Context: an optimization exercise on an open-source flow, tuned for small area, a short achievable clock period and few clock cycles per item. The choices shown serve that exercise and are no tape-out recipe. The RTL was checked by simulation tests, not by an equivalence proof against the original design.

==> design.v <==
`timescale 1ns / 1ps
package adcsss_pkg;
   localparam logic [1:0] CH_TEMP = 2'd0;
   localparam logic [1:0] CH_VOLT = 2'd1;
   localparam logic [1:0] CH_CURR = 2'd2;
   localparam logic [7:0] MUX_TEMP = 8'h42;
   localparam logic [7:0] MUX_VOLT = 8'h03;
   localparam logic [7:0] MUX_CURR = 8'h04;
   localparam logic [13:0]        MV_PER_LSB_Q16 = 14'd10000;
   localparam logic [31:0]        TEMP_ROUND     = 32'h0000_0800;
   localparam logic signed [32:0] KELVIN_Q16     = 33'sd17901158;
   localparam logic signed [51:0] GAIN_ROUND     = 52'sd128;
   localparam logic signed [51:0] SMOOTH_ROUND   = 52'sd32768;
   localparam logic [16:0]        ALPHA_ONE      = 17'd65536;
   localparam logic [15:0]        VOLTAGE_GAIN_RST   = 16'd768;
   localparam logic [15:0]        CURRENT_GAIN_RST   = 16'd128;
   localparam logic signed [23:0] VOLTAGE_BIAS_RST   = 24'sd0;
   localparam logic signed [23:0] CURRENT_BIAS_RST   = 24'sd0;
   localparam logic [16:0]        TEMP_ALPHA_RST     = 17'd13107;
   localparam logic [16:0]        VOLTAGE_ALPHA_RST  = 17'd13107;
   localparam logic [16:0]        CURRENT_ALPHA_RST  = 17'd655;
   localparam logic [31:0]        TEMP_CAL_RST       = 32'd0;
   typedef enum logic [2:0] {
      REG_VOLTAGE_GAIN  = 3'd0,
      REG_CURRENT_GAIN  = 3'd1,
      REG_VOLTAGE_BIAS  = 3'd2,
      REG_CURRENT_BIAS  = 3'd3,
      REG_TEMP_ALPHA    = 3'd4,
      REG_VOLTAGE_ALPHA = 3'd5,
      REG_CURRENT_ALPHA = 3'd6,
      REG_TEMP_CAL      = 3'd7
   } reg_index_type;
   typedef struct packed {
      logic [15:0]        voltage_gain;
      logic [15:0]        current_gain;
      logic signed [23:0] voltage_bias;
      logic signed [23:0] current_bias;
      logic [16:0]        temp_alpha;
      logic [16:0]        voltage_alpha;
      logic [16:0]        current_alpha;
      logic [31:0]        temp_calibration;
   } cfg_type;
   typedef enum logic [2:0] {
      ST_IDLE,
      ST_SCALE,
      ST_VALUE,
      ST_SMOOTH,
      ST_UPDATE
   } state_type;
   typedef struct packed {
      logic load;
      logic scale;
      logic value;
      logic smooth;
      logic commit;
   } cmd_type;
endpackage
`timescale 1ns / 1ps
module adcsss_csr (
   input  logic                clock,
   input  logic                reset,
   input  logic                csr_we,
   input  logic [2:0]          csr_index,
   input  logic [31:0]         csr_wdata,
   output adcsss_pkg::cfg_type cfg
);
   adcsss_pkg::cfg_type cfg_ff;
   logic [16:0]         alpha_w;
   assign alpha_w = csr_wdata[16] ? adcsss_pkg::ALPHA_ONE : csr_wdata[16:0];
   always_ff @(posedge clock) begin
      if (reset) begin
         cfg_ff.voltage_gain     <= adcsss_pkg::VOLTAGE_GAIN_RST;
         cfg_ff.current_gain     <= adcsss_pkg::CURRENT_GAIN_RST;
         cfg_ff.voltage_bias     <= adcsss_pkg::VOLTAGE_BIAS_RST;
         cfg_ff.current_bias     <= adcsss_pkg::CURRENT_BIAS_RST;
         cfg_ff.temp_alpha       <= adcsss_pkg::TEMP_ALPHA_RST;
         cfg_ff.voltage_alpha    <= adcsss_pkg::VOLTAGE_ALPHA_RST;
         cfg_ff.current_alpha    <= adcsss_pkg::CURRENT_ALPHA_RST;
         cfg_ff.temp_calibration <= adcsss_pkg::TEMP_CAL_RST;
      end else if (csr_we) begin
         case (csr_index)
            adcsss_pkg::REG_VOLTAGE_GAIN:  cfg_ff.voltage_gain     <= csr_wdata[15:0];
            adcsss_pkg::REG_CURRENT_GAIN:  cfg_ff.current_gain     <= csr_wdata[15:0];
            adcsss_pkg::REG_VOLTAGE_BIAS:  cfg_ff.voltage_bias     <= csr_wdata[23:0];
            adcsss_pkg::REG_CURRENT_BIAS:  cfg_ff.current_bias     <= csr_wdata[23:0];
            adcsss_pkg::REG_TEMP_ALPHA:    cfg_ff.temp_alpha       <= alpha_w;
            adcsss_pkg::REG_VOLTAGE_ALPHA: cfg_ff.voltage_alpha    <= alpha_w;
            adcsss_pkg::REG_CURRENT_ALPHA: cfg_ff.current_alpha    <= alpha_w;
            default:                       cfg_ff.temp_calibration <= csr_wdata;
         endcase
      end
   end
   assign cfg = cfg_ff;
endmodule
`timescale 1ns / 1ps
module adcsss_ctrl (
   input  logic               clock,
   input  logic               reset,
   input  logic               res_valid,    
   input  logic [1:0]         res_channel,
   input  logic signed [31:0] res_value,
   output logic               go,           
   output logic               rsp_valid,
   input  logic               rsp_ready,
   output logic [1:0]         rsp_channel,
   output logic signed [31:0] rsp_smoothed_value,
   output logic [7:0]         rsp_next_mux
);
   logic               out_v_ff;
   logic [1:0]         out_ch_ff;
   logic signed [31:0] out_val_ff;
   logic               sk_v_ff;
   logic [1:0]         sk_ch_ff;
   logic signed [31:0] sk_val_ff;
   logic               out_free;
   logic               res_in;
   assign go       = !sk_v_ff;
   assign out_free = !out_v_ff || rsp_ready;
   assign res_in   = go && res_valid;
   always_ff @(posedge clock) begin
      if (reset) begin
         out_v_ff <= 1'b0;
         sk_v_ff  <= 1'b0;
      end else begin
         if (sk_v_ff) begin
            if (rsp_ready) sk_v_ff <= 1'b0;
         end else begin
            sk_v_ff <= res_in && !out_free;
         end
         if (out_free) out_v_ff <= sk_v_ff || res_in;
      end
   end
   always_ff @(posedge clock) begin
      if (out_free) begin
         out_ch_ff  <= sk_v_ff ? sk_ch_ff  : res_channel;
         out_val_ff <= sk_v_ff ? sk_val_ff : res_value;
      end
      if (go) begin
         sk_ch_ff  <= res_channel;
         sk_val_ff <= res_value;
      end
   end
   assign rsp_valid          = out_v_ff;
   assign rsp_channel        = out_ch_ff;
   assign rsp_smoothed_value = out_val_ff;
   always_comb begin
      unique case (out_ch_ff)
         adcsss_pkg::CH_TEMP: rsp_next_mux = adcsss_pkg::MUX_VOLT;
         adcsss_pkg::CH_VOLT: rsp_next_mux = adcsss_pkg::MUX_CURR;
         default:             rsp_next_mux = adcsss_pkg::MUX_TEMP;
      endcase
   end
endmodule
`timescale 1ns / 1ps
module adcsss_csa_tree #(
   parameter int N = 3,
   parameter int W = 8
) (
   input  logic [N*W-1:0] rows,
   output logic [W-1:0]   sum,
   output logic [W-1:0]   carry
);
   function automatic integer count_at(input integer level);
      integer n, i;
      begin
         n = N;
         for (i = 0; i < level; i = i + 1) n = 2 * (n / 3) + n % 3;
         count_at = n;
      end
   endfunction
   function automatic integer depth(input integer dummy);
      integer n, i, l;
      begin
         n = N;
         l = 0;
         for (i = 0; i < 64; i = i + 1) begin
            if (n > 2) begin
               n = 2 * (n / 3) + n % 3;
               l = l + 1;
            end
         end
         depth = l;
      end
   endfunction
   localparam integer L = depth(0);
   for (genvar l = 0; l <= L; l++) begin : lv
      localparam integer NL = count_at(l);
      logic [NL*W-1:0] v;
      if (l == 0) begin : g_in
         assign v = rows;
      end else begin : g_red
         localparam integer NP = count_at(l - 1);
         for (genvar g = 0; g < NP / 3; g++) begin : g_fa
            logic [W-1:0] a, b, c;
            assign a = lv[l-1].v[(3*g)*W +: W];
            assign b = lv[l-1].v[(3*g+1)*W +: W];
            assign c = lv[l-1].v[(3*g+2)*W +: W];
            assign v[(2*g)*W +: W]   = a ^ b ^ c;
            assign v[(2*g+1)*W +: W] = {((a[W-2:0] & b[W-2:0]) | (a[W-2:0] & c[W-2:0])
                                        | (b[W-2:0] & c[W-2:0])), 1'b0};
         end
         for (genvar r = 0; r < NP % 3; r++) begin : g_pass
            assign v[(2*(NP/3)+r)*W +: W] = lv[l-1].v[(3*(NP/3)+r)*W +: W];
         end
      end
   end
   if (N == 1) begin : g_one
      assign sum   = lv[L].v[W-1:0];
      assign carry = '0;
   end else begin : g_two
      assign sum   = lv[L].v[W-1:0];
      assign carry = lv[L].v[2*W-1:W];
   end
endmodule
module adcsss_booth_enc #(
   parameter int D = 9
) (
   input  logic [2*D-1:0] y,       
   output logic [D-1:0]   one,
   output logic [D-1:0]   two,
   output logic [D-1:0]   neg
);
   logic [2*D:0] yy;
   assign yy = {y, 1'b0};
   for (genvar i = 0; i < D; i++) begin : g_d
      logic lo, mid, hi;
      assign lo     = yy[2*i];
      assign mid    = yy[2*i+1];
      assign hi     = yy[2*i+2];
      assign one[i] = mid ^ lo;
      assign two[i] = (hi & !mid & !lo) | (!hi & mid & lo);
      assign neg[i] = hi;
   end
endmodule
module adcsss_booth_rows #(
   parameter int WX = 29,
   parameter int D  = 9,
   parameter int W  = 45
) (
   input  logic signed [WX-1:0] x,
   input  logic [D-1:0]         one,
   input  logic [D-1:0]         two,
   input  logic [D-1:0]         neg,
   input  logic [W-1:0]         extra,    
   output logic [(D+1)*W-1:0]   rows
);
   function automatic [W-1:0] kconst(input integer dummy);
      reg [W-1:0] k, one;
      integer i;
      begin
         k = {W{1'b0}};
         one = {{(W-1){1'b0}}, 1'b1};
         for (i = 0; i < D; i = i + 1) k = k - (one << (WX + 2*i));
         kconst = k;
      end
   endfunction
   localparam [W-1:0] K = kconst(0);
   logic [WX:0]  xe;       
   logic [WX+1:0] x2;      
   assign xe = {x[WX-1], x};
   assign x2 = {xe, 1'b0};
   logic [W-1:0] negrow;
   for (genvar i = 0; i < D; i++) begin : g_r
      logic [WX:0] mag, r;
      assign mag = ({(WX+1){one[i]}} & xe) | ({(WX+1){two[i]}} & x2[WX:0]);
      assign r   = mag ^ {(WX+1){neg[i]}};
      assign rows[i*W +: W] = {{(W-WX-1){1'b0}}, !r[WX], r[WX-1:0]} << (2*i);
   end
   for (genvar i = 0; i < W; i++) begin : g_n
      if (i % 2 == 0 && i / 2 < D) begin : g_neg
         assign negrow[i] = neg[i/2] | K[i] | extra[i];
      end else begin : g_k
         assign negrow[i] = K[i] | extra[i];
      end
   end
   assign rows[D*W +: W] = negrow;
endmodule
module adcsss_dp (
   input  logic                clock,
   input  logic                reset,
   input  logic                go,
   input  logic                accept,
   input  adcsss_pkg::cfg_type cfg,
   input  logic [13:0]         req_sample,
   output logic                res_valid,
   output logic [1:0]          res_channel,
   output logic signed [31:0]  res_value
);
   localparam int W1 = 45;    
   localparam int W2 = 48;    
   function automatic [W1-1:0] kconst1(input integer dummy);
      reg [W1-1:0] k, one;
      integer i;
      begin
         k = {W1{1'b0}};
         one = {{(W1-1){1'b0}}, 1'b1};
         for (i = 0; i < 9; i = i + 1) k = k - (one << (29 + 2*i));
         kconst1 = k;
      end
   endfunction
   localparam [W1-1:0] K1      = kconst1(0);
   localparam [W1-1:0] K1_TEMP = K1 + 45'd2048 - (45'd274 << 12);
   localparam [W1-1:0] K1_GAIN = K1 + 45'd8;
   logic [1:0]         ptr_ff;
   logic               v1_ff, v2_ff, v3_ff, v4_ff, v5_ff, v6_ff;
   logic [1:0]         ch1_ff, ch2_ff, ch3_ff, ch4_ff, ch5_ff, ch6_ff;
   logic [28:0]        xs_ff, xc_ff;
   logic signed [28:0] x_ff;
   logic [8:0]         g_one_ff, g_two_ff, g_neg_ff;
   logic [W1-1:0]      ps_ff, pc_ff;
   logic signed [31:0] val_ff;
   logic signed [32:0] diff_ff;
   logic [8:0]         a_one_ff, a_two_ff, a_neg_ff;
   logic [W2-1:0]      qs_ff, qc_ff;
   logic signed [31:0] avg0_ff, avg1_ff, avg2_ff;
   logic signed [23:0] bias0;
   logic [28:0]        s29;
   logic [5*29-1:0]    vrows;
   logic [28:0]        vs, vc;
   logic [28:0]        xs_in, xc_in;
   assign bias0 = (ptr_ff == adcsss_pkg::CH_VOLT) ? cfg.voltage_bias : cfg.current_bias;
   assign s29   = {15'd0, req_sample};
   assign vrows = {s29 << 9, s29 << 7, s29, ~(s29 << 4), {bias0[23], bias0, 4'd0}};
   adcsss_csa_tree #(.N(5), .W(29)) u_tree0 (
      .rows  (vrows),
      .sum   (vs),
      .carry (vc)
   );
   assign xs_in = (ptr_ff == adcsss_pkg::CH_TEMP) ? {13'd0, cfg.temp_calibration[31:16]} : vs;
   assign xc_in = (ptr_ff == adcsss_pkg::CH_TEMP) ? ~{17'd0, req_sample[13:2]} : vc;
   logic [15:0]        opb;
   logic [8:0]         g_one, g_two, g_neg;
   always_comb begin
      unique case (ch1_ff)
         adcsss_pkg::CH_TEMP: opb = cfg.temp_calibration[15:0];
         adcsss_pkg::CH_VOLT: opb = cfg.voltage_gain;
         default:             opb = cfg.current_gain;
      endcase
   end
   adcsss_booth_enc #(.D(9)) u_genc (
      .y   ({2'b00, opb}),
      .one (g_one),
      .two (g_two),
      .neg (g_neg)
   );
   logic [10*W1-1:0] rows1;
   logic [11*W1-1:0] rows1k;
   logic [W1-1:0]    ps_in, pc_in;
   adcsss_booth_rows #(.WX(29), .D(9), .W(W1)) u_rows1 (
      .x     (x_ff),
      .one   (g_one_ff),
      .two   (g_two_ff),
      .neg   (g_neg_ff),
      .extra ('0),
      .rows  (rows1)
   );
   assign rows1k = {(ch2_ff == adcsss_pkg::CH_TEMP) ? K1_TEMP - K1 : K1_GAIN - K1, rows1};
   adcsss_csa_tree #(.N(11), .W(W1)) u_tree1 (
      .rows  (rows1k),
      .sum   (ps_in),
      .carry (pc_in)
   );
   logic [W1-1:0]      p;
   logic [15:0]        kk;
   logic               tsat;
   logic signed [31:0] tval;
   logic signed [31:0] gval;
   logic signed [31:0] value;
   assign p    = ps_ff + pc_ff;
   assign kk   = p[27:12];
   assign tsat = kk[15] && (kk <= 16'd65261);
   assign tval = tsat ? 32'sh7fff_ffff : {kk, 16'd55706};
   assign gval = (p[44:35] == {10{p[35]}}) ? p[35:4]
               : (p[44] ? 32'sh8000_0000 : 32'sh7fff_ffff);
   assign value = (ch3_ff == adcsss_pkg::CH_TEMP) ? tval : gval;
   logic signed [31:0] avg4;
   logic [16:0]        alpha;
   logic [8:0]         a_one, a_two, a_neg;
   always_comb begin
      unique case (ch4_ff)
         adcsss_pkg::CH_TEMP: avg4 = avg0_ff;
         adcsss_pkg::CH_VOLT: avg4 = avg1_ff;
         default:             avg4 = avg2_ff;
      endcase
   end
   always_comb begin
      unique case (ch4_ff)
         adcsss_pkg::CH_TEMP: alpha = cfg.temp_alpha;
         adcsss_pkg::CH_VOLT: alpha = cfg.voltage_alpha;
         default:             alpha = cfg.current_alpha;
      endcase
   end
   adcsss_booth_enc #(.D(9)) u_aenc (
      .y   ({1'b0, alpha}),
      .one (a_one),
      .two (a_two),
      .neg (a_neg)
   );
   logic signed [31:0] avg5;
   logic [10*W2-1:0]   rows2;
   logic [11*W2-1:0]   rows2a;
   logic [W2-1:0]      qs_in, qc_in;
   always_comb begin
      unique case (ch5_ff)
         adcsss_pkg::CH_TEMP: avg5 = avg0_ff;
         adcsss_pkg::CH_VOLT: avg5 = avg1_ff;
         default:             avg5 = avg2_ff;
      endcase
   end
   adcsss_booth_rows #(.WX(33), .D(9), .W(W2)) u_rows2 (
      .x     (diff_ff),
      .one   (a_one_ff),
      .two   (a_two_ff),
      .neg   (a_neg_ff),
      .extra (48'd32768),
      .rows  (rows2)
   );
   assign rows2a = {avg5, 16'd0, rows2};
   adcsss_csa_tree #(.N(11), .W(W2)) u_tree2 (
      .rows  (rows2a),
      .sum   (qs_in),
      .carry (qc_in)
   );
   logic [W2-1:0] acc;
   assign acc         = qs_ff + qc_ff;
   assign res_valid   = v6_ff;
   assign res_channel = ch6_ff;
   assign res_value   = acc[47:16];
   always_ff @(posedge clock) begin
      if (reset) begin
         ptr_ff    <= adcsss_pkg::CH_TEMP;
         v1_ff     <= 1'b0;
         v2_ff     <= 1'b0;
         v3_ff     <= 1'b0;
         v4_ff     <= 1'b0;
         v5_ff     <= 1'b0;
         v6_ff     <= 1'b0;
         avg0_ff   <= '0;
         avg1_ff   <= '0;
         avg2_ff   <= '0;
      end else if (go) begin
         if (accept) ptr_ff <= (ptr_ff == adcsss_pkg::CH_CURR) ? adcsss_pkg::CH_TEMP : ptr_ff + 2'd1;
         v1_ff <= accept;
         v2_ff <= v1_ff;
         v3_ff <= v2_ff;
         v4_ff <= v3_ff;
         v5_ff <= v4_ff;
         v6_ff <= v5_ff;
         if (v6_ff && ch6_ff == adcsss_pkg::CH_TEMP) avg0_ff <= res_value;
         if (v6_ff && ch6_ff == adcsss_pkg::CH_VOLT) avg1_ff <= res_value;
         if (v6_ff && ch6_ff == adcsss_pkg::CH_CURR) avg2_ff <= res_value;
      end
   end
   always_ff @(posedge clock) begin
      if (go) begin
         ch1_ff   <= ptr_ff;
         ch2_ff   <= ch1_ff;
         ch3_ff   <= ch2_ff;
         ch4_ff   <= ch3_ff;
         ch5_ff   <= ch4_ff;
         ch6_ff   <= ch5_ff;
         xs_ff    <= xs_in;
         xc_ff    <= xc_in;
         x_ff     <= xs_ff + xc_ff + 29'd1;
         g_one_ff <= g_one;
         g_two_ff <= g_two;
         g_neg_ff <= g_neg;
         ps_ff    <= ps_in;
         pc_ff    <= pc_in;
         val_ff   <= value;
         diff_ff  <= $signed({val_ff[31], val_ff}) - $signed({avg4[31], avg4});
         a_one_ff <= a_one;
         a_two_ff <= a_two;
         a_neg_ff <= a_neg;
         qs_ff    <= qs_in;
         qc_ff    <= qc_in;
      end
   end
endmodule
`timescale 1ns / 1ps
module adc_scan_scale_smooth (
   input  logic                clock,
   input  logic                reset,
   input  logic                req_valid,
   output logic                req_ready,
   input  logic [13:0]         req_sample,
   output logic                rsp_valid,
   input  logic                rsp_ready,
   output logic [1:0]          rsp_channel,
   output logic signed [31:0]  rsp_smoothed_value,
   output logic [7:0]          rsp_next_mux,
   input  logic                csr_we,
   input  logic [2:0]          csr_index,
   input  logic [31:0]         csr_wdata
);
   adcsss_pkg::cfg_type cfg;
   logic                go;
   logic                res_valid;
   logic [1:0]          res_channel;
   logic signed [31:0]  res_value;
   assign req_ready = go;
   adcsss_csr u_csr (
      .clock     (clock),
      .reset     (reset),
      .csr_we    (csr_we),
      .csr_index (csr_index),
      .csr_wdata (csr_wdata),
      .cfg       (cfg)
   );
   adcsss_dp u_dp (
      .clock       (clock),
      .reset       (reset),
      .go          (go),
      .accept      (req_valid && go),
      .cfg         (cfg),
      .req_sample  (req_sample),
      .res_valid   (res_valid),
      .res_channel (res_channel),
      .res_value   (res_value)
   );
   adcsss_ctrl u_ctrl (
      .clock              (clock),
      .reset              (reset),
      .res_valid          (res_valid),
      .res_channel        (res_channel),
      .res_value          (res_value),
      .go                 (go),
      .rsp_valid          (rsp_valid),
      .rsp_ready          (rsp_ready),
      .rsp_channel        (rsp_channel),
      .rsp_smoothed_value (rsp_smoothed_value),
      .rsp_next_mux       (rsp_next_mux)
   );
endmodule
==> flow/run.sh <==
#!/bin/bash
# The standard layout, with three changes to how it is made:
#  - Yosys synth without its early "abc -fast" pass (-noabc), so that
#    extract_fa finds the carry-save adders without inverted polarities;
#  - port buffers of a plain buffer cell instead of the default delay cell;
#  - timing repair aimed 5 ns below the clock period.
# The clock period, SDC and everything else are the standard flow's. Each tool's output is
# in orfs/logs/ (ORFS) and in standard.log.
set -euo pipefail
bash standard.sh SYNTH_ARGS=-noabc SETUP_SLACK_MARGIN=5 \
  "BUFFER_PORTS_ARGS=-buffer_cell sky130_fd_sc_hd__buf_2" finish > standard.log 2>&1
==> standard.sh <==
#!/bin/bash
# synth_recipe.tcl (not shown) runs the flow's synth.tcl, then flattens the netlist and writes it again
# the make line also repeats each setting of config.mk as NAME=value (left out here)
make -C /OpenROAD-flow-scripts/flow DESIGN_CONFIG=/design/flow/config.mk WORK_HOME=/design/flow/orfs CLKGATE_MAP_FILE= SYNTH_SCRIPT=/design/flow/synth_recipe.tcl "${@:-finish}"
==> config.mk <==
export PLATFORM = sky130hd
export DESIGN_NAME = adc_scan_scale_smooth
export DESIGN_NICKNAME = adc_scan_scale_smooth
export VERILOG_FILES = /design/flow/design.v
export SDC_FILE = /design/flow/constraint.sdc
export NUM_CORES = 4
export LEC_CHECK = 0
export CAP_MARGIN = 20
export CORE_MARGIN = 2
export CORE_UTILIZATION = 40
export SLEW_MARGIN = 20
==> constraint.sdc <==
create_clock -name core_clock -period 9.5 [get_ports {clock}]
set_input_delay 1.9000 -clock core_clock [delete_from_list [all_inputs] [get_ports {clock}]]
set_output_delay 1.9000 -clock core_clock [all_outputs]
set_load 0.01 [all_outputs]
==> results of run 1 <==
==> flip-flops by register name (all words and copies together) (netlist names), 7 cells and up <==
name and count:
u_dp.ps_ff 43, u_dp.g_two_ff 8, u_dp.a_one_ff 9, u_dp.a_two_ff 9, u_ctrl.sk_val_ff 32, u_dp.xs_ff 29, u_dp.xc_ff 29, u_dp.qs_ff 46
u_dp.qc_ff 44, u_csr.cfg_ff 163, u_dp.avg0_ff 32, u_ctrl.out_val_ff 32, u_dp.avg2_ff 32, u_dp.avg1_ff 32, u_dp.a_neg_ff 8, u_dp.diff_ff 33
u_dp.x_ff 29, u_dp.pc_ff 42, u_dp.g_one_ff 9, u_dp.val_ff 32, u_dp.g_neg_ff 7
==> layout make-up <==
type	count	area share [%]
Sequential cell	726	30.74
Multi-Input combinational cell	4022	57.58
Timing Repair Buffer	188	2.115
Clock inverter	42	0.7254
Antenna cell	1	0.004098
Inverter	176	1.094
Tap cell	1876	3.844
Clock buffer	112	3.899
==> routing by layer <==
layer	part of all wire (%)	wire length, um
met4	2.8	4126
met2	47	69470
met1	43	63880
met5	0	0
met3	7.9	11720
==> critical path: cells and delay by family, from the launching register on <==
kind,cells,cell delay (ns)
xor+xnor,1,0.20
flops,1,0.96
compound gates,1,0.23
fa+ha+maj,5,2.69
==> logic make-up (layout without fill, tap and decap cells) <==
logic type | count (synthesis) | after routing | synth area share [%]
AOI/OAI and AO/OA | 1280 | 1280 | 15.04
xor gates and xnor gates | 650 | 650 | 10.14
adders and majority gates | 850 | 850 | 25.67
buffers and inverters | 624 | 518 | 4.237
DFF | 726 | 726 | 33.41
muxes | 164 | 164 | 3.012
other | 1 | 5 | 0.006676
and+or+nand+nor | 1074 | 1074 | 8.487
==> worst min-delay path by stage <==
| stage | startpoint | end | slack [ns] | cells past startpoint |
|---|---|---|---|---|
| finish | u_ctrl.sk_val_ff[10] | u_ctrl.sk_val_ff[10] | 0.45 | 2 |
| global route | u_csr.cfg_ff[18] | u_csr.cfg_ff[18] | 0.47 | 2 |
| CTS | u_ctrl.sk_val_ff[10] | u_ctrl.sk_val_ff[10] | 0.45 | 2 |
| detailed placement | u_ctrl.sk_val_ff[27] | u_ctrl.sk_val_ff[27] | 0.43 | 2 |
| global placement | u_ctrl.sk_val_ff[27] | u_ctrl.sk_val_ff[27] | 0.42 | 2 |
| floorplan | u_ctrl.sk_val_ff[0] | u_ctrl.sk_val_ff[0] | 0.41 | 2 |
==> per-stage QoR <==
| step | setup WS, ns |
|---|---|
| 2_1_floorplan | 5.056 |
| 3_3_place_gp | 4.218 |
| 3_5_place_dp | 4.343 |
| 4_1_cts | 5.057 |
| 5_1_grt | 4.971 |
| 6_report | 5.114 |
==> cell usage in the layout (no fill, tap or decap), types with 9 or more instances in the layout <==
cell type,instances
sky130_fd_sc_hd__nor3_1,24
sky130_fd_sc_hd__xor2_1,57
sky130_fd_sc_hd__nand3_1,29
sky130_fd_sc_hd__inv_1,175
sky130_fd_sc_hd__mux2_2,40
sky130_fd_sc_hd__clkinv_2,10
sky130_fd_sc_hd__o21ai_1,18
sky130_fd_sc_hd__buf_4,85
sky130_fd_sc_hd__a22o_1,29
sky130_fd_sc_hd__and2_1,42
sky130_fd_sc_hd__a31oi_1,11
sky130_fd_sc_hd__buf_2,92
sky130_fd_sc_hd__nand4_1,10
sky130_fd_sc_hd__o21ai_0,149
sky130_fd_sc_hd__nor2b_1,43
sky130_fd_sc_hd__a21o_1,55
sky130_fd_sc_hd__clkbuf_16,88
sky130_fd_sc_hd__o21a_1,19
sky130_fd_sc_hd__and3_1,15
sky130_fd_sc_hd__ha_1,345
sky130_fd_sc_hd__a211o_1,20
sky130_fd_sc_hd__a21oi_1,374
sky130_fd_sc_hd__mux2i_1,124
sky130_fd_sc_hd__nand2_1,563
sky130_fd_sc_hd__xnor2_1,593
sky130_fd_sc_hd__edfxtp_1,423
sky130_fd_sc_hd__o21bai_1,13
sky130_fd_sc_hd__dfxtp_1,302
sky130_fd_sc_hd__or2_2,25
sky130_fd_sc_hd__clkinv_1,9
sky130_fd_sc_hd__nand3b_1,35
sky130_fd_sc_hd__clkbuf_8,12
sky130_fd_sc_hd__nor2_1,221
sky130_fd_sc_hd__nand2b_1,31
sky130_fd_sc_hd__clkbuf_1,14
sky130_fd_sc_hd__a211oi_1,25
sky130_fd_sc_hd__a221oi_1,9
sky130_fd_sc_hd__fa_1,504
sky130_fd_sc_hd__a22oi_1,482
==> repair_timing <==
| action | CTS | global route |
|---|---|---|
| gates cloned | 0 | 1 |
| pin swaps | 0 | 1 |
| hold buffers | 0 | 0 |
| setup buffers | 0 | 8 |
| setup endpoints to repair | 35 | 40 |
| gates resized for setup | 12 | 15 |
==> qor.txt, run 1 <==
TIMING
-----------------------------------------------------------------------------------------------
Setup repair after global routing missed its margin                                         yes
Final count of pins violating max slew                                                        0
Portion of the clock cycle consumed by the worst path in the final layout                46.17%
Worst slew pin tran                                                                    1.115 ns
Final critical path time including I/O delays and setup                                4.386 ns
Worst hold margin                                                                     0.4468 ns
Post-route clock skew                                                                0.03469 ns
Max Freq                                                                              228.0 MHz
Final hold violation count                                                                    0
Rel. slew slack                                                                          24.88%
Setup TNS after final layout                                                               0 ns
Endpoints failing setup                                                                       0

WORST SETUP PATH
-----------------------------------------------------------------------------------------------
Critical Path End                                                                  u_dp.qs_ff[17]
Category of the worst setup path launch point                                         flip-flop
Cells on worst reg2reg path                                                                   7
Reg-to-reg setup timing slack                                                           5.11 ns
Cell occurring most often along the worst timing path                              sky130_fd_sc_hd__fa_1
CP Cell Sequence                                                                   a22oi_1 > xnor2_1 > fa_1 > fa_1 > fa_1 > fa_1 > fa_1
Critical R2R Capture                                                               u_dp.qs_ff[17]
Slowest CP cell                                                                    sky130_fd_sc_hd__edfxtp_1
Category of the critical setup timing path                                           reg -> reg
Largest fanout on the critical path                                                          18
Delay of the slowest critical-path stage                                                0.96 ns
Worst Path Required                                                                     9.90 ns
Crit path capture type                                                                flip-flop
Arrival time of the worst setup path                                                    4.78 ns
Critical path startpoint                                                           u_dp.diff_ff[16]
Reg-to-reg startpoint                                                              u_dp.diff_ff[16]

SYNTH
-----------------------------------------------------------------------------------------------
Cell count after synthesis                                                                 5369
Synth warn                                                                                    3
Cell accounting for the most synthesized area                                      sky130_fd_sc_hd__edfxtp_1
Top-count cell post-synth                                                          sky130_fd_sc_hd__xnor2_1
Most instantiated cells after synthesis                                            sky130_fd_sc_hd__xnor2_1, sky130_fd_sc_hd__nand2_1, sky130_fd_sc_hd__fa_1, sky130_fd_sc_hd__a22oi_1, sky130_fd_sc_hd__edfxtp_1
Number of synthesized register bits                                                         726
Proportion of register bits with asynchronous set or reset after synthesis                   0%
Mean cell area of the mapped netlist                                                  10.46 um2
Top post-synthesis cells by area                                                   sky130_fd_sc_hd__edfxtp_1, sky130_fd_sc_hd__fa_1, sky130_fd_sc_hd__dfxtp_1, sky130_fd_sc_hd__xnor2_1, sky130_fd_sc_hd__ha_1
Number of flops mapped to enable cells by yosys                                             423
Register area share after synthesis                                                      33.41%
Post-synth cell types                                                                        77
Flip-flop cell with the highest count after synthesis                              sky130_fd_sc_hd__edfxtp_1
Fraction of synthesized cell area taken by the top area cell type                        22.61%
Syn Std Cell Area                                                                     56170 um2

PLACEMENT
-----------------------------------------------------------------------------------------------
Global placer's final weighted congestion                                                0.8620
Number of I/O port buffers                                                                   93
Number of placed instances with taps included                                              6975
HPWL Detailed                                                                          105.0 mm
Placed standard-cell area                                                             57950 um2

ROUTE
-----------------------------------------------------------------------------------------------
First-iteration detailed-routing DRC count                                                 3138
Remaining DRCs                                                                                0
Routed wire length                                                                     149.2 mm
Via Count                                                                                39.81k
Final routed wire length divided by cell count                                         20.89 um
Residual antenna-violating net count after detailed routing                                   0
Detailed-router iteration count before antenna repair                                         7
Detailed-route vias per instance                                                          5.573

CELLS AND AREA
-----------------------------------------------------------------------------------------------
Area delta synth->final                                                                  8.710%
Final non-filler cell area                                                            61060 um2
Share of layout cells above drive strength 1                                             8.033%
Fill count                                                                               13.11k
Count of nets after finishing                                                              6101
Utilization after layout                                                                 43.82%
Sequential Area                                                                       18770 um2
Multi-input gate area                                                                 35160 um2
Filler-free cell count of the finished design                                              7143

CLOCK NETWORK
-----------------------------------------------------------------------------------------------
Clock latency at the later pin of the worst-skew pair                                   0.70 ns
Maximum buffer depth of the clock tree                                                        3
Root buffer cell                                                                   sky130_fd_sc_hd__clkbuf_16
Clk sinks                                                                                   726
Clock input transition at the sequential cells of the worst setup and hold paths        0.06 ns
TritonCTS clock tree                                                                        yes
Num CTS Buffers                                                                              83
# H-tree levels                                                                               3

GLOBAL ROUTE
-----------------------------------------------------------------------------------------------
Residual overflow from global routing                                                         0
Met2 track demand over resource in global routing                                        34.07%
Total Routing Usage GR                                                                   20.79%
Layer carrying the most global-route usage                                                 met2
Maximum number of pins on one net before global-route repair                                138
Met1 Resource Use GR                                                                     27.31%
Grt met3 use                                                                             4.834%
Vias in the first global route                                                           40.69k
First-pass GRT wire length                                                             234.3 mm
Number of antenna violations at the first check in global routing                             3

FLOORPLANNING
-----------------------------------------------------------------------------------------------
Core outline area                                                                    139400 um2
Count of standard-cell rows                                                                 137
Area of the die                                                                      143400 um2
Die extent in x                                                                        378.7 um
Vertical extent of the die                                                             378.7 um
Number of top-level pins                                                                     98
Initial core utilization                                                                 40.30%

RUN STATUS
-----------------------------------------------------------------------------------------------
Result of the run                                              no timing/DRC/antenna violations

FLOW RUN
-----------------------------------------------------------------------------------------------
Maximum capacitance violations                                                                0

MIN PATH
-----------------------------------------------------------------------------------------------
Worst hold path class                                                                reg -> reg

Testbench counts, summed over its fixed seeds: cycles 4,856, samples 4,800.
==> run 2, diff against run 1 <==
--- a/flow/run.sh
+++ b/flow/run.sh
@@ -9,3 +9,3 @@
 set -euo pipefail
-bash standard.sh SYNTH_ARGS=-noabc SETUP_SLACK_MARGIN=5 \
+bash standard.sh SYNTH_ARGS=-noabc SETUP_SLACK_MARGIN=5.5 \
   "BUFFER_PORTS_ARGS=-buffer_cell sky130_fd_sc_hd__buf_2" finish > standard.log 2>&1
--- a/config.mk
+++ b/config.mk
@@ -10,2 +10,4 @@
 export CORE_UTILIZATION = 40
+export CTS_BUF_LIST = sky130_fd_sc_hd__clkbuf_8
+export CTS_CLUSTER_SIZE = 20
 export SLEW_MARGIN = 20
==> qor.txt, run 2 <==
ROUTE
-----------------------------------------------------------------------------------------------
First-iteration detailed-routing DRC count                                                 3480
Residual antenna-violating net count after detailed routing                                   0
Via Count                                                                                41.51k
Detailed-route vias per instance                                                          5.571
Detailed-router iteration count before antenna repair                                         6
Remaining DRCs                                                                                0
Routed wire length                                                                     156.9 mm
Final routed wire length divided by cell count                                         21.06 um

WORST SETUP PATH
-----------------------------------------------------------------------------------------------
Reg-to-reg startpoint                                                              u_dp.diff_ff[14]
Category of the critical setup timing path                                           reg -> reg
Category of the worst setup path launch point                                         flip-flop
Largest fanout on the critical path                                                           8
Arrival time of the worst setup path                                                    4.60 ns
Reg-to-reg setup timing slack                                                           5.47 ns
Crit path capture type                                                                flip-flop
Worst Path Required                                                                    10.07 ns
Critical R2R Capture                                                               u_dp.qs_ff[21]
Cells on worst reg2reg path                                                                   9

TIMING
-----------------------------------------------------------------------------------------------
Final hold violation count                                                                    0
Portion of the clock cycle consumed by the worst path in the final layout                42.42%
Setup TNS after final layout                                                               0 ns
Setup repair after global routing missed its margin                                         yes
Final critical path time including I/O delays and setup                                4.030 ns
Final count of pins violating max slew                                                        0
Max Freq                                                                              248.1 MHz
Rel. slew slack                                                                          26.43%
Post-route clock skew                                                                0.05600 ns
Endpoints failing setup                                                                       0
Worst hold margin                                                                     0.4422 ns
Worst slew pin tran                                                                    1.100 ns

CELLS AND AREA
-----------------------------------------------------------------------------------------------
Register ranked first by flip-flop count                                           u_csr.cfg_ff
Largest register FFs                                                                        163
Share of layout cells above drive strength 1                                             14.55%
Multi-input gate area                                                                 35790 um2
Count of nets after finishing                                                              6366
Leading cell types in the layout, fill and taps excluded                           sky130_fd_sc_hd__xnor2_1, sky130_fd_sc_hd__nand2_1, sky130_fd_sc_hd__fa_1
Fill count                                                                               12.95k
Regs by FF count                                                                   u_csr.cfg_ff: 163 flops, u_dp.qs_ff: 46 flops, u_dp.qc_ff: 44 flops
Area delta synth->final                                                                  14.80%
Most common cell after layout, fill and taps aside                                 sky130_fd_sc_hd__xnor2_1
Sequential Area                                                                       18770 um2
Filler-free cell count of the finished design                                              7451

RUN STATUS
-----------------------------------------------------------------------------------------------
Result of the run                                              no timing/DRC/antenna violations

PLACEMENT
-----------------------------------------------------------------------------------------------
Number of placed instances with taps included                                              6977
Global placer's final weighted congestion                                                0.8929
HPWL Detailed                                                                          107.1 mm
Number of I/O port buffers                                                                   93

SYNTH
-----------------------------------------------------------------------------------------------
Register area share after synthesis                                                      33.41%
Dominant combinational cell family by area after synthesis                          adder cells
Fraction of synthesized cell area taken by the top area cell type                        22.61%
Syn Std Cell Area                                                                     56170 um2
Share of cell area taken by muxes after synthesis                                        3.012%
Most instantiated cells after synthesis                                            sky130_fd_sc_hd__xnor2_1, sky130_fd_sc_hd__nand2_1, sky130_fd_sc_hd__fa_1, sky130_fd_sc_hd__a22oi_1, sky130_fd_sc_hd__edfxtp_1
Compound-gate portion of the synthesized area                                            15.04%
Cell accounting for the most synthesized area                                      sky130_fd_sc_hd__edfxtp_1
Flip-flop cell with the highest count after synthesis                              sky130_fd_sc_hd__edfxtp_1
Cell count after synthesis                                                                 5369
Synth warn                                                                                    3
Synth Area in Simple Gates                                                               8.487%
Synth Area in XOR/XNOR                                                                   10.14%
Adder-Cell Fraction of Synth Area                                                        25.67%
Top post-synthesis cells by area                                                   sky130_fd_sc_hd__edfxtp_1, sky130_fd_sc_hd__fa_1, sky130_fd_sc_hd__dfxtp_1, sky130_fd_sc_hd__xnor2_1, sky130_fd_sc_hd__ha_1
Post-synth cell types                                                                        77
Number of flops mapped to enable cells by yosys                                             423
Top-count cell post-synth                                                          sky130_fd_sc_hd__xnor2_1
Mean cell area of the mapped netlist                                                  10.46 um2
Proportion of register bits with asynchronous set or reset after synthesis                   0%
Number of synthesized register bits                                                         726

MIN PATH
-----------------------------------------------------------------------------------------------
Worst hold path class                                                                reg -> reg
Hold-critical path depth                                                                      2
WHS Endpoint                                                                       u_ctrl.sk_val_ff[0]
Startpoint of the tightest hold check path                                         u_ctrl.sk_val_ff[0]

GLOBAL ROUTE
-----------------------------------------------------------------------------------------------
Residual overflow from global routing                                                         0
Total Routing Usage GR                                                                   21.75%
Vias in the first global route                                                           41.81k
Number of antenna violations at the first check in global routing                             5
First-pass GRT wire length                                                             243.2 mm
Maximum number of pins on one net before global-route repair                                154

FLOORPLANNING
-----------------------------------------------------------------------------------------------
Core outline area                                                                    139400 um2
Die extent in x                                                                        378.7 um
Vertical extent of the die                                                             378.7 um
Number of top-level pins                                                                     98
Area of the die                                                                      143400 um2
Initial core utilization                                                                 40.30%
Count of standard-cell rows                                                                 137

CLOCK NETWORK
-----------------------------------------------------------------------------------------------
# H-tree levels                                                                               4
TritonCTS clock tree                                                                        yes
Clock input transition at the sequential cells of the worst setup and hold paths        0.06 ns
Num CTS Buffers                                                                             132
Maximum buffer depth of the clock tree                                                        3
Clk sinks                                                                                   726
Clock latency at the later pin of the worst-skew pair                                   0.87 ns
Root buffer cell                                                                   sky130_fd_sc_hd__clkbuf_8
Hold-fix buffers, CTS                                                                         0

FLOW RUN
-----------------------------------------------------------------------------------------------
Maximum capacitance violations                                                                0

## run 2: cell counts after synthesis
Identical to the previous run, type by type.
## run 2: layout make-up
cell class	count	share of cell area, %
Clock inverter	93	1.145
Inverter	176	1.036
Timing Repair Buffer	404	6.314
Tap cell	1876	3.640
Antenna cell	2	0.007761
Multi-Input combinational cell	4022	55.51
Clock buffer	152	3.244
Sequential cell	726	29.11
## run 2: critical path, stage by stage, from the launching register on
cell	delay (ns)
sky130_fd_sc_hd__edfxtp_1	0.46
sky130_fd_sc_hd__buf_12	0.19
sky130_fd_sc_hd__buf_4	0.19
sky130_fd_sc_hd__a22oi_1	0.20
sky130_fd_sc_hd__xnor2_1	0.13
sky130_fd_sc_hd__fa_1	0.58
sky130_fd_sc_hd__fa_2	0.48
sky130_fd_sc_hd__fa_1	0.52
sky130_fd_sc_hd__fa_1	0.58
sky130_fd_sc_hd__fa_1	0.41
## run 2: repair_timing
action | 4_1_cts | 5_1_grt
gates resized for setup | 62 | 160
buffers inserted | 189 | 30
setup endpoints to repair | 216 | 127
cloned | 4 | 3
pin swaps | 9 | 106
## run 2: worst max-delay path by stage
stage,startpoint,to,slack (ns)
2_1_floorplan,u_dp.a_neg_ff[5],u_dp.qs_ff[15],5.51
3_3_place_gp,u_dp.ch4_ff[0],u_dp.diff_ff[32],4.19
3_5_place_dp,u_dp.ch4_ff[0],u_dp.diff_ff[32],4.17
4_1_cts,u_dp.ch4_ff[1],u_dp.diff_ff[32],5.42
5_1_grt,u_dp.ch4_ff[0],u_dp.diff_ff[4],5.35
6_report,u_dp.diff_ff[14],u_dp.qs_ff[21],5.47
## run 2: routing by layer
layer  wire [um]  vias to the layer above  track usage (%)  share of wire (%)
met2       74470                     1549            35.53                 47
met4        4269                        2            8.146                2.7
met1       66690                    20725            28.72                 43
met3       11470                      286            3.955                7.3
li1            -                    18944                -                  -
met5          13                        -                0             0.0083
## run 2: cell families after synthesis
group | Yosys count
compound gates | 1280
xor+xnor | 650
fa+ha+maj | 850
buf+inv | 624
flops | 726
mux | 164
other cells | 1
simple gates | 1074
## run 2: stage by stage
step	utilization, %	setup WS, ns	area [um2]
global placement	41.60	4.186	57970
CTS	45.49	5.419	63390
detailed placement	41.63	4.174	58010
finish	46.27	5.470	64480
global route	46.27	5.351	64480
floorplan	-	5.508	56250
==> run 3, diff against run 2 <==
--- a/flow/run.sh
+++ b/flow/run.sh
@@ -9,3 +9,3 @@
 set -euo pipefail
-bash standard.sh SYNTH_ARGS=-noabc SETUP_SLACK_MARGIN=5.5 \
+bash standard.sh SYNTH_ARGS=-noabc SETUP_SLACK_MARGIN=6.5 \
   "BUFFER_PORTS_ARGS=-buffer_cell sky130_fd_sc_hd__buf_2" finish > standard.log 2>&1
==> qor.txt, run 3 <==
SYNTH
-----------------------------------------------------------------------------------------------
Synth Area in XOR/XNOR                                                                   10.14%
Number of flops mapped to enable cells by yosys                                             423
Flip-flop cell with the highest count after synthesis                              sky130_fd_sc_hd__edfxtp_1
Syn Std Cell Area                                                                     56170 um2
Mean cell area of the mapped netlist                                                  10.46 um2
Cell count after synthesis                                                                 5369
Dominant combinational cell family by area after synthesis                          adder cells
Post-synth cell types                                                                        77
Proportion of register bits with asynchronous set or reset after synthesis                   0%
Top-count cell post-synth                                                          sky130_fd_sc_hd__xnor2_1
Synth Area in Simple Gates                                                               8.487%
Compound-gate portion of the synthesized area                                            15.04%
Number of synthesized register bits                                                         726
Adder-Cell Fraction of Synth Area                                                        25.67%
Share of cell area taken by muxes after synthesis                                        3.012%
Register area share after synthesis                                                      33.41%
Fraction of synthesized cell area taken by the top area cell type                        22.61%
Cell accounting for the most synthesized area                                      sky130_fd_sc_hd__edfxtp_1
Top post-synthesis cells by area                                                   sky130_fd_sc_hd__edfxtp_1, sky130_fd_sc_hd__fa_1, sky130_fd_sc_hd__dfxtp_1, sky130_fd_sc_hd__xnor2_1, sky130_fd_sc_hd__ha_1
Most instantiated cells after synthesis                                            sky130_fd_sc_hd__xnor2_1, sky130_fd_sc_hd__nand2_1, sky130_fd_sc_hd__fa_1, sky130_fd_sc_hd__a22oi_1, sky130_fd_sc_hd__edfxtp_1
Synth warn                                                                                    3

WORST SETUP PATH
-----------------------------------------------------------------------------------------------
Arrival time of the worst setup path                                                    4.55 ns
Category of the worst setup path launch point                                         flip-flop
Worst Path Required                                                                    10.12 ns
Crit path capture type                                                                flip-flop
Largest fanout on the critical path                                                           8
Category of the critical setup timing path                                           reg -> reg

CELLS AND AREA
-----------------------------------------------------------------------------------------------
Regs by FF count                                                                   u_csr.cfg_ff: 163 flops, u_dp.qs_ff: 46 flops, u_dp.qc_ff: 44 flops
Utilization after layout                                                                 52.84%
Multi-input gate area                                                                 41010 um2
Largest register FFs                                                                        163
Final non-filler cell area                                                            73630 um2
Count of nets after finishing                                                              6717
Share of layout cells above drive strength 1                                             34.37%
Leading cell types in the layout, fill and taps excluded                           sky130_fd_sc_hd__nand2_1, sky130_fd_sc_hd__xnor2_1, sky130_fd_sc_hd__edfxtp_1
Sequential Area                                                                       18780 um2
Most common cell after layout, fill and taps aside                                 sky130_fd_sc_hd__nand2_1
Register ranked first by flip-flop count                                           u_csr.cfg_ff
Area delta synth->final                                                                  31.09%
Fill count                                                                               11.65k

CLOCK NETWORK
-----------------------------------------------------------------------------------------------
Clock input transition at the sequential cells of the worst setup and hold paths        0.06 ns
Num CTS Buffers                                                                             132
Clock latency at the later pin of the worst-skew pair                                   0.88 ns
Maximum buffer depth of the clock tree                                                        3
TritonCTS clock tree                                                                        yes
# H-tree levels                                                                               4
Clk sinks                                                                                   726
Hold-fix buffers, CTS                                                                         0
Root buffer cell                                                                   sky130_fd_sc_hd__clkbuf_8

GLOBAL ROUTE
-----------------------------------------------------------------------------------------------
Maximum number of pins on one net before global-route repair                                132
Number of antenna violations at the first check in global routing                             1
Residual overflow from global routing                                                         0
First-pass GRT wire length                                                             260.1 mm
Total Routing Usage GR                                                                   23.36%
Vias in the first global route                                                           44.45k

TIMING
-----------------------------------------------------------------------------------------------
Setup TNS after final layout                                                               0 ns
Worst hold margin                                                                     0.4448 ns
Worst slew pin tran                                                                    1.261 ns
Final hold violation count                                                                    0
Max Freq                                                                              254.1 MHz
Final critical path time including I/O delays and setup                                3.935 ns
Portion of the clock cycle consumed by the worst path in the final layout                41.42%
Setup repair after global routing missed its margin                                         yes
Final count of pins violating max slew                                                        0
Post-route clock skew                                                                0.04120 ns
Rel. slew slack                                                                          15.95%
Endpoints failing setup                                                                       0

ROUTE
-----------------------------------------------------------------------------------------------
Via Count                                                                                43.85k
First-iteration detailed-routing DRC count                                                 3409
Detailed-route vias per instance                                                          5.628
Routed wire length                                                                     174.3 mm
Residual antenna-violating net count after detailed routing                                   0
Final routed wire length divided by cell count                                         22.37 um
Detailed-router iteration count before antenna repair                                         6
Remaining DRCs                                                                                0

FLOORPLANNING
-----------------------------------------------------------------------------------------------
Number of top-level pins                                                                     98
Area of the die                                                                      143400 um2
Initial core utilization                                                                 40.30%
Count of standard-cell rows                                                                 137
Core outline area                                                                    139400 um2
Vertical extent of the die                                                             378.7 um
Die extent in x                                                                        378.7 um

RUN STATUS
-----------------------------------------------------------------------------------------------
Result of the run                                              no timing/DRC/antenna violations

PLACEMENT
-----------------------------------------------------------------------------------------------
Global placer's final weighted congestion                                                0.8655
Number of I/O port buffers                                                                   93
HPWL Detailed                                                                          107.8 mm
Placed standard-cell area                                                             58590 um2

FLOW RUN
-----------------------------------------------------------------------------------------------
Maximum capacitance violations                                                                0

MIN PATH
-----------------------------------------------------------------------------------------------
Worst hold path class                                                                reg -> reg

-- run 3: cells by family after synthesis --
logic type	Yosys count
AO/OA/AOI/OAI	1280
XOR/XNOR	650
adder cells (fa/ha/maj)	850
buffers and inverters	624
flip-flops	726
multiplexers	164
other	1
AND/OR/NAND/NOR	1074
-- run 3: what timing repair did --
action | 4_1_cts | 5_1_grt
resized for setup | 825 | 603
gates cloned | 19 | 12
endpoints found under the setup margin | 504 | 557
setup buffers | 420 | 130
pin swaps | 508 | 417
-- run 3: metal layers --
metal | GRT usage [%] | wire length (um) | up-vias
li1 | - | - | 19661
met1 | 30.36 | 72130 | 22096
met2 | 38.53 | 83070 | 1666
met3 | 4.173 | 11730 | 427
met4 | 9.322 | 7351 | 0
met5 | 0 | 0 | -
-- run 3: critical path, cell delays in order, from the launching register on --
cell and delay, ns:
sky130_fd_sc_hd__edfxtp_1 0.43, sky130_fd_sc_hd__buf_8 0.17, sky130_fd_sc_hd__buf_12 0.14, sky130_fd_sc_hd__a22oi_2 0.20, sky130_fd_sc_hd__xnor2_1 0.16, sky130_fd_sc_hd__fa_1 0.47
sky130_fd_sc_hd__fa_1 0.62, sky130_fd_sc_hd__fa_2 0.49, sky130_fd_sc_hd__fa_2 0.56, sky130_fd_sc_hd__fa_2 0.44
-- run 3: through the flow --
stage               setup WS [ns]  std cells
global route                5.398       7792
detailed placement          4.655       6973
CTS                         5.643       7648
global placement            4.723       6966
floorplan                   5.541       5372
finish                      5.565       7792
-- run 3: area by class of cell --
class	count	share of cell area (%)
antenna	1	0.003398
clock buffer	152	2.841
clock inverter	84	0.9193
inverter	176	0.9737
multi-input combinational	4026	55.69
sequential	726	25.50
tap	1876	3.188
timing repair buffer	749	10.85
timing repair inverter	2	0.02379
-- run 3: final timing paths --
check,cells past startpoint,endpoint,startpoint,slack (ns)
worst max-delay path,9,u_dp.qs_ff[29],u_dp.a_one_ff[1],5.56
worst min-delay path,2,u_ctrl.sk_val_ff[10],u_ctrl.sk_val_ff[10],0.44
worst max register to register,9,u_dp.qs_ff[29],u_dp.a_one_ff[1],5.56
worst min register to register,2,u_ctrl.sk_val_ff[10],u_ctrl.sk_val_ff[10],0.44
==> run 4, diff against run 3 <==
--- a/design.v
+++ b/design.v
@@ -111,10 +111,3 @@
    logic signed [31:0] out_val_ff;
-   logic               sk_v_ff;
-   logic [1:0]         sk_ch_ff;
-   logic signed [31:0] sk_val_ff;
-   logic               out_free;
-   logic               res_in;
-   assign go       = !sk_v_ff;
-   assign out_free = !out_v_ff || rsp_ready;
-   assign res_in   = go && res_valid;
+   assign go = !out_v_ff || rsp_ready;
    always_ff @(posedge clock) begin
@@ -122,10 +115,4 @@
          out_v_ff <= 1'b0;
-         sk_v_ff  <= 1'b0;
-      end else begin
-         if (sk_v_ff) begin
-            if (rsp_ready) sk_v_ff <= 1'b0;
-         end else begin
-            sk_v_ff <= res_in && !out_free;
-         end
-         if (out_free) out_v_ff <= sk_v_ff || res_in;
+      end else if (go) begin
+         out_v_ff <= res_valid;
       end
@@ -133,9 +120,5 @@
    always_ff @(posedge clock) begin
-      if (out_free) begin
-         out_ch_ff  <= sk_v_ff ? sk_ch_ff  : res_channel;
-         out_val_ff <= sk_v_ff ? sk_val_ff : res_value;
-      end
       if (go) begin
-         sk_ch_ff  <= res_channel;
-         sk_val_ff <= res_value;
+         out_ch_ff  <= res_channel;
+         out_val_ff <= res_value;
       end
@@ -243,35 +226,39 @@
    input  logic [D-1:0]         neg,
-   input  logic [W-1:0]         extra,    
-   output logic [(D+1)*W-1:0]   rows
+   input  logic [W-1:0]         extra,
+   output logic [D*W-1:0]       rows
 );
-   function automatic [W-1:0] kconst(input integer dummy);
-      reg [W-1:0] k, one;
-      integer i;
-      begin
-         k = {W{1'b0}};
-         one = {{(W-1){1'b0}}, 1'b1};
-         for (i = 0; i < D; i = i + 1) k = k - (one << (WX + 2*i));
-         kconst = k;
-      end
-   endfunction
-   localparam [W-1:0] K = kconst(0);
-   logic [WX:0]  xe;       
-   logic [WX+1:0] x2;      
+   logic [WX:0]   xe;       
+   logic [WX+1:0] x2;       
    assign xe = {x[WX-1], x};
    assign x2 = {xe, 1'b0};
-   logic [W-1:0] negrow;
    for (genvar i = 0; i < D; i++) begin : g_r
-      logic [WX:0] mag, r;
+      logic [WX:0]  mag, r;
+      logic [W-1:0] row;
       assign mag = ({(WX+1){one[i]}} & xe) | ({(WX+1){two[i]}} & x2[WX:0]);
       assign r   = mag ^ {(WX+1){neg[i]}};
-      assign rows[i*W +: W] = {{(W-WX-1){1'b0}}, !r[WX], r[WX-1:0]} << (2*i);
-   end
-   for (genvar i = 0; i < W; i++) begin : g_n
-      if (i % 2 == 0 && i / 2 < D) begin : g_neg
-         assign negrow[i] = neg[i/2] | K[i] | extra[i];
-      end else begin : g_k
-         assign negrow[i] = K[i] | extra[i];
+      for (genvar j = 0; j < W; j++) begin : g_b
+         if (j < 2*i) begin : g_lo
+            if (i > 0 && j == 2*i - 2) begin : g_neg
+               assign row[j] = neg[i-1];
+            end else if (i == D - 1) begin : g_extra
+               assign row[j] = extra[j];
+            end else begin : g_zero
+               assign row[j] = 1'b0;
+            end
+         end else if (j < 2*i + WX) begin : g_pp
+            assign row[j] = r[j-2*i];
+         end else if (i == 0) begin : g_first
+            if (j == WX)          assign row[j] = r[WX];
+            else if (j == WX + 1) assign row[j] = r[WX];
+            else if (j == WX + 2) assign row[j] = !r[WX];
+            else                  assign row[j] = 1'b0;
+         end else begin : g_rest
+            if (j == 2*i + WX)          assign row[j] = !r[WX];
+            else if (j == 2*i + WX + 1) assign row[j] = 1'b1;
+            else if (i == D - 1)        assign row[j] = 1'b1;
+            else                        assign row[j] = 1'b0;
+         end
       end
+      assign rows[i*W +: W] = row;
    end
-   assign rows[D*W +: W] = negrow;
 endmodule
@@ -281,3 +268,4 @@
    input  logic                go,
-   input  logic                accept,
+   input  logic                req_valid,
+   output logic                req_ready,
    input  adcsss_pkg::cfg_type cfg,
@@ -290,16 +278,11 @@
    localparam int W2 = 48;    
-   function automatic [W1-1:0] kconst1(input integer dummy);
-      reg [W1-1:0] k, one;
-      integer i;
-      begin
-         k = {W1{1'b0}};
-         one = {{(W1-1){1'b0}}, 1'b1};
-         for (i = 0; i < 9; i = i + 1) k = k - (one << (29 + 2*i));
-         kconst1 = k;
-      end
-   endfunction
-   localparam [W1-1:0] K1      = kconst1(0);
-   localparam [W1-1:0] K1_TEMP = K1 + 45'd2048 - (45'd274 << 12);
-   localparam [W1-1:0] K1_GAIN = K1 + 45'd8;
+   localparam [W1-1:0] T1 = 45'd2048 - (45'd274 << 12);
    logic [1:0]         ptr_ff;
+   logic               isk_v_ff;
+   logic [1:0]         isk_ch_ff;
+   logic [13:0]        isk_s_ff;
+   logic               accept;
+   logic               v0;
+   logic [1:0]         ch0;
+   logic [13:0]        s0;
    logic               v1_ff, v2_ff, v3_ff, v4_ff, v5_ff, v6_ff;
@@ -315,2 +298,7 @@
    logic signed [31:0] avg0_ff, avg1_ff, avg2_ff;
+   assign req_ready = !isk_v_ff;
+   assign accept    = req_valid && !isk_v_ff;
+   assign v0  = isk_v_ff || accept;
+   assign ch0 = isk_v_ff ? isk_ch_ff : ptr_ff;
+   assign s0  = isk_v_ff ? isk_s_ff : req_sample;
    logic signed [23:0] bias0;
@@ -320,4 +308,4 @@
    logic [28:0]        xs_in, xc_in;
-   assign bias0 = (ptr_ff == adcsss_pkg::CH_VOLT) ? cfg.voltage_bias : cfg.current_bias;
-   assign s29   = {15'd0, req_sample};
+   assign bias0 = (ch0 == adcsss_pkg::CH_VOLT) ? cfg.voltage_bias : cfg.current_bias;
+   assign s29   = {15'd0, s0};
    assign vrows = {s29 << 9, s29 << 7, s29, ~(s29 << 4), {bias0[23], bias0, 4'd0}};
@@ -328,4 +316,4 @@
    );
-   assign xs_in = (ptr_ff == adcsss_pkg::CH_TEMP) ? {13'd0, cfg.temp_calibration[31:16]} : vs;
-   assign xc_in = (ptr_ff == adcsss_pkg::CH_TEMP) ? ~{17'd0, req_sample[13:2]} : vc;
+   assign xs_in = (ch0 == adcsss_pkg::CH_TEMP) ? {13'd0, cfg.temp_calibration[31:16]} : vs;
+   assign xc_in = (ch0 == adcsss_pkg::CH_TEMP) ? ~{17'd0, s0[13:2]} : vc;
    logic [15:0]        opb;
@@ -345,4 +333,4 @@
    );
-   logic [10*W1-1:0] rows1;
-   logic [11*W1-1:0] rows1k;
+   logic [9*W1-1:0]  rows1;
+   logic [10*W1-1:0] rows1k;
    logic [W1-1:0]    ps_in, pc_in;
@@ -353,7 +341,7 @@
       .neg   (g_neg_ff),
-      .extra ('0),
+      .extra ((ch2_ff == adcsss_pkg::CH_TEMP) ? 45'd0 : 45'd8),
       .rows  (rows1)
    );
-   assign rows1k = {(ch2_ff == adcsss_pkg::CH_TEMP) ? K1_TEMP - K1 : K1_GAIN - K1, rows1};
-   adcsss_csa_tree #(.N(11), .W(W1)) u_tree1 (
+   assign rows1k = {(ch2_ff == adcsss_pkg::CH_TEMP) ? T1 : 45'd0, rows1};
+   adcsss_csa_tree #(.N(10), .W(W1)) u_tree1 (
       .rows  (rows1k),
@@ -399,4 +387,4 @@
    logic signed [31:0] avg5;
-   logic [10*W2-1:0]   rows2;
-   logic [11*W2-1:0]   rows2a;
+   logic [9*W2-1:0]    rows2;
+   logic [10*W2-1:0]   rows2a;
    logic [W2-1:0]      qs_in, qc_in;
@@ -418,3 +406,3 @@
    assign rows2a = {avg5, 16'd0, rows2};
-   adcsss_csa_tree #(.N(11), .W(W2)) u_tree2 (
+   adcsss_csa_tree #(.N(10), .W(W2)) u_tree2 (
       .rows  (rows2a),
@@ -431,2 +419,17 @@
          ptr_ff    <= adcsss_pkg::CH_TEMP;
+         isk_v_ff  <= 1'b0;
+      end else begin
+         if (accept) ptr_ff <= (ptr_ff == adcsss_pkg::CH_CURR) ? adcsss_pkg::CH_TEMP : ptr_ff + 2'd1;
+         if (go) isk_v_ff <= 1'b0;
+         else if (accept) isk_v_ff <= 1'b1;
+      end
+   end
+   always_ff @(posedge clock) begin
+      if (!isk_v_ff) begin
+         isk_ch_ff <= ptr_ff;
+         isk_s_ff  <= req_sample;
+      end
+   end
+   always_ff @(posedge clock) begin
+      if (reset) begin
          v1_ff     <= 1'b0;
@@ -441,4 +444,3 @@
       end else if (go) begin
-         if (accept) ptr_ff <= (ptr_ff == adcsss_pkg::CH_CURR) ? adcsss_pkg::CH_TEMP : ptr_ff + 2'd1;
-         v1_ff <= accept;
+         v1_ff <= v0;
          v2_ff <= v1_ff;
@@ -455,3 +457,3 @@
       if (go) begin
-         ch1_ff   <= ptr_ff;
+         ch1_ff   <= ch0;
          ch2_ff   <= ch1_ff;
@@ -500,3 +502,2 @@
    logic signed [31:0]  res_value;
-   assign req_ready = go;
    adcsss_csr u_csr (
@@ -513,3 +514,4 @@
       .go          (go),
-      .accept      (req_valid && go),
+      .req_valid   (req_valid),
+      .req_ready   (req_ready),
       .cfg         (cfg),
--- a/flow/run.sh
+++ b/flow/run.sh
@@ -9,3 +9,3 @@
 set -euo pipefail
-bash standard.sh SYNTH_ARGS=-noabc SETUP_SLACK_MARGIN=6.5 \
+bash standard.sh SYNTH_ARGS=-noabc SETUP_SLACK_MARGIN=5.5 \
   "BUFFER_PORTS_ARGS=-buffer_cell sky130_fd_sc_hd__buf_2" finish > standard.log 2>&1
==> qor.txt, run 4 <==
SYNTH
-----------------------------------------------------------------------------------------------
Number of flops mapped to enable cells by yosys                                             414
Flip-flop cell with the highest count after synthesis                              sky130_fd_sc_hd__edfxtp_1
Synth warn                                                                                    3
Cell count after synthesis                                                                 5429
Top post-synthesis cells by area                                                   sky130_fd_sc_hd__edfxtp_1, sky130_fd_sc_hd__fa_1, sky130_fd_sc_hd__dfxtp_1, sky130_fd_sc_hd__xnor2_1, sky130_fd_sc_hd__a22oi_1
Cell accounting for the most synthesized area                                      sky130_fd_sc_hd__edfxtp_1
Mean cell area of the mapped netlist                                                  10.21 um2
Number of synthesized register bits                                                         699
Register area share after synthesis                                                      32.73%
Syn Std Cell Area                                                                     55420 um2

WORST SETUP PATH
-----------------------------------------------------------------------------------------------
Worst Path Required                                                                    10.09 ns
Delay of the slowest critical-path stage                                                0.55 ns
Category of the worst setup path launch point                                         flip-flop
Largest fanout on the critical path                                                          13
Slowest CP cell                                                                    sky130_fd_sc_hd__fa_1
Arrival time of the worst setup path                                                    4.63 ns
Category of the critical setup timing path                                           reg -> reg

ROUTE
-----------------------------------------------------------------------------------------------
Detailed-route vias per instance                                                          5.632
Routed wire length                                                                     160.4 mm
Remaining DRCs                                                                                0
Final routed wire length divided by cell count                                         21.59 um
First-iteration detailed-routing DRC count                                                 3661

FLOORPLANNING
-----------------------------------------------------------------------------------------------
Count of standard-cell rows                                                                 136
Core outline area                                                                    137500 um2
Vertical extent of the die                                                             376.2 um
Area of the die                                                                      141500 um2

TIMING
-----------------------------------------------------------------------------------------------
Endpoints failing setup                                                                       0
Portion of the clock cycle consumed by the worst path in the final layout                42.52%
Post-route clock skew                                                                0.06753 ns
Rel. slew slack                                                                          25.24%

MIN PATH
-----------------------------------------------------------------------------------------------
Worst hold path class                                                                reg -> reg

CLOCK NETWORK
-----------------------------------------------------------------------------------------------
Root buffer cell                                                                   sky130_fd_sc_hd__clkbuf_8
TritonCTS clock tree                                                                        yes
# H-tree levels                                                                               3
Clock input transition at the sequential cells of the worst setup and hold paths        0.06 ns

RUN STATUS
-----------------------------------------------------------------------------------------------
Result of the run                                              no timing/DRC/antenna violations

CELLS AND AREA
-----------------------------------------------------------------------------------------------
Largest register FFs                                                                        163
Register ranked first by flip-flop count                                           u_csr.cfg_ff
Fill count                                                                               12.64k
Count of nets after finishing                                                              6375
Regs by FF count                                                                   u_csr.cfg_ff: 163 flops, u_dp.qs_ff: 43 flops, u_dp.qc_ff: 42 flops
Share of layout cells above drive strength 1                                             16.68%

PLACEMENT
-----------------------------------------------------------------------------------------------
Number of I/O port buffers                                                                   93
Global placer's final weighted congestion                                                0.8473

GLOBAL ROUTE
-----------------------------------------------------------------------------------------------
Number of antenna violations at the first check in global routing                             4

[run 4: cell types whose count changed in the layout (fill, tap and decap cells not counted), moves of 61 or more]
| cell | change |
|---|---|
| sky130_fd_sc_hd__xnor2_2 | -63 |
| sky130_fd_sc_hd__a21oi_1 | +75 |
| sky130_fd_sc_hd__fa_1 | +130 |
| sky130_fd_sc_hd__a22oi_1 | +178 |
| sky130_fd_sc_hd__inv_1 | +150 |
| sky130_fd_sc_hd__o21ai_0 | +61 |
| sky130_fd_sc_hd__fa_2 | -112 |
| sky130_fd_sc_hd__buf_4 | -192 |
| sky130_fd_sc_hd__a22oi_2 | -176 |
| sky130_fd_sc_hd__buf_6 | -112 |
| sky130_fd_sc_hd__ha_4 | -66 |
[run 4: final timing paths]
| path | start | end | slack (ns) | depth (start not counted) |
|---|---|---|---|---|
| setup / recovery | u_dp.g_one_ff[4] | u_dp.ps_ff[11] | 5.46 | 12 |
| setup reg to reg | u_dp.g_one_ff[4] | u_dp.ps_ff[11] | 5.46 | 12 |
| hold reg to reg | u_dp.v4_ff | u_dp.v5_ff | 0.44 | 2 |
| hold / removal | u_dp.v4_ff | u_dp.v5_ff | 0.44 | 2 |
[run 4: stage by stage]
stage | std cells | setup WS [ns] | area (um2) | utilization (%)
detailed placement | 6947 | 4.357 | 57140 | 41.56
CTS | 7387 | 5.426 | 62910 | 45.75
global placement | 6945 | 4.258 | 57100 | 41.53
finish | 7427 | 5.461 | 64260 | 46.74
global route | 7426 | 5.294 | 64260 | 46.73
floorplan | 5432 | 5.249 | 55580 | -
[run 4: metal layers]
metal | GRT usage [%] | vias up | routed length (um)
met4 | 8.687 | 0 | 5829
li1 | - | 18935 | -
met3 | 4.482 | 381 | 12230
met1 | 29.00 | 20777 | 67060
met5 | 0 | - | 0
met2 | 36.31 | 1735 | 75250
[run 4: what timing repair did]
action | CTS | global route
pin swaps | 141 | 234
resized for setup | 203 | 228
buffers inserted | 203 | 32
cloned | 10 | 4
endpoints found under the setup margin | 200 | 149
hold buffers | 0 | 0
[run 4: critical path: cells and delay by family, from the launching register on]
kind	cells	cell delay [ns]
compound gates	1	0.20
xor+xnor	1	0.12
fa+ha+maj	5	2.41
buf+inv	5	0.60
flops	1	0.45
[run 4: final cells by class]
type                    instances  area [um2]  area share (%)
flip-flops and latches        699       18140           28.23
well taps                    1794        2245           3.493
repair buffers                417        4380           6.817
clock buffers                 136        1872           2.913
multi-input cells            3984       35980           55.99
inverters                     303        1147           1.786
diodes                          3       7.507         0.01168
clock inverters                91       489.2          0.7613
[run 4: cells by family after synthesis]
| kind of cell | after synthesis | share of synthesized area (%) |
|---|---|---|
| buf+inv | 753 | 5.181 |
| compound gates | 1314 | 15.61 |
| xor+xnor | 635 | 10.03 |
| fa+ha+maj | 795 | 25.02 |
| mux | 153 | 2.838 |
| simple gates | 1079 | 8.588 |
| other cells | 1 | 0.006766 |
| flops | 699 | 32.73 |
Testbench counts of run 4, summed over its fixed seeds: cycles 4,856, samples 4,800.

## static timing again, ports no longer ideal
The results above use ideal ports. As a check the final layouts listed here were re-extracted and re-timed, cells and wires unchanged. Step 1 assumes that a clkbuf_16 drives the clock port and a buf_2 every other input. Step 2 times the ports against the registers' clock, not the clock port: input delays grow and output delays shrink by t, the midpoint of the rising clock arrivals with the driver on. Slacks: ideal / step 1 / step 2; pairs: ideal / step 1.
run	shift t [ns]	setup WS [ns]	slew at the worst register clock pin (ns)	pins driven straight from the clock port
run 1	0.754	5.114 / 5.114 / 5.114	0.07 / 0.07	1
run 2	0.910	5.470 / 5.470 / 5.199	0.08 / 0.08	1
run 3	0.946	5.565 / 5.565 / 5.343	0.08 / 0.08	1
run 4	0.891	5.461 / 5.461 / 4.883	0.07 / 0.07	1
After both steps every run listed still meets setup and hold. The setup slack of run 4, which loses most, moves by 0.000 ns with the drivers and by -0.578 ns with both steps.
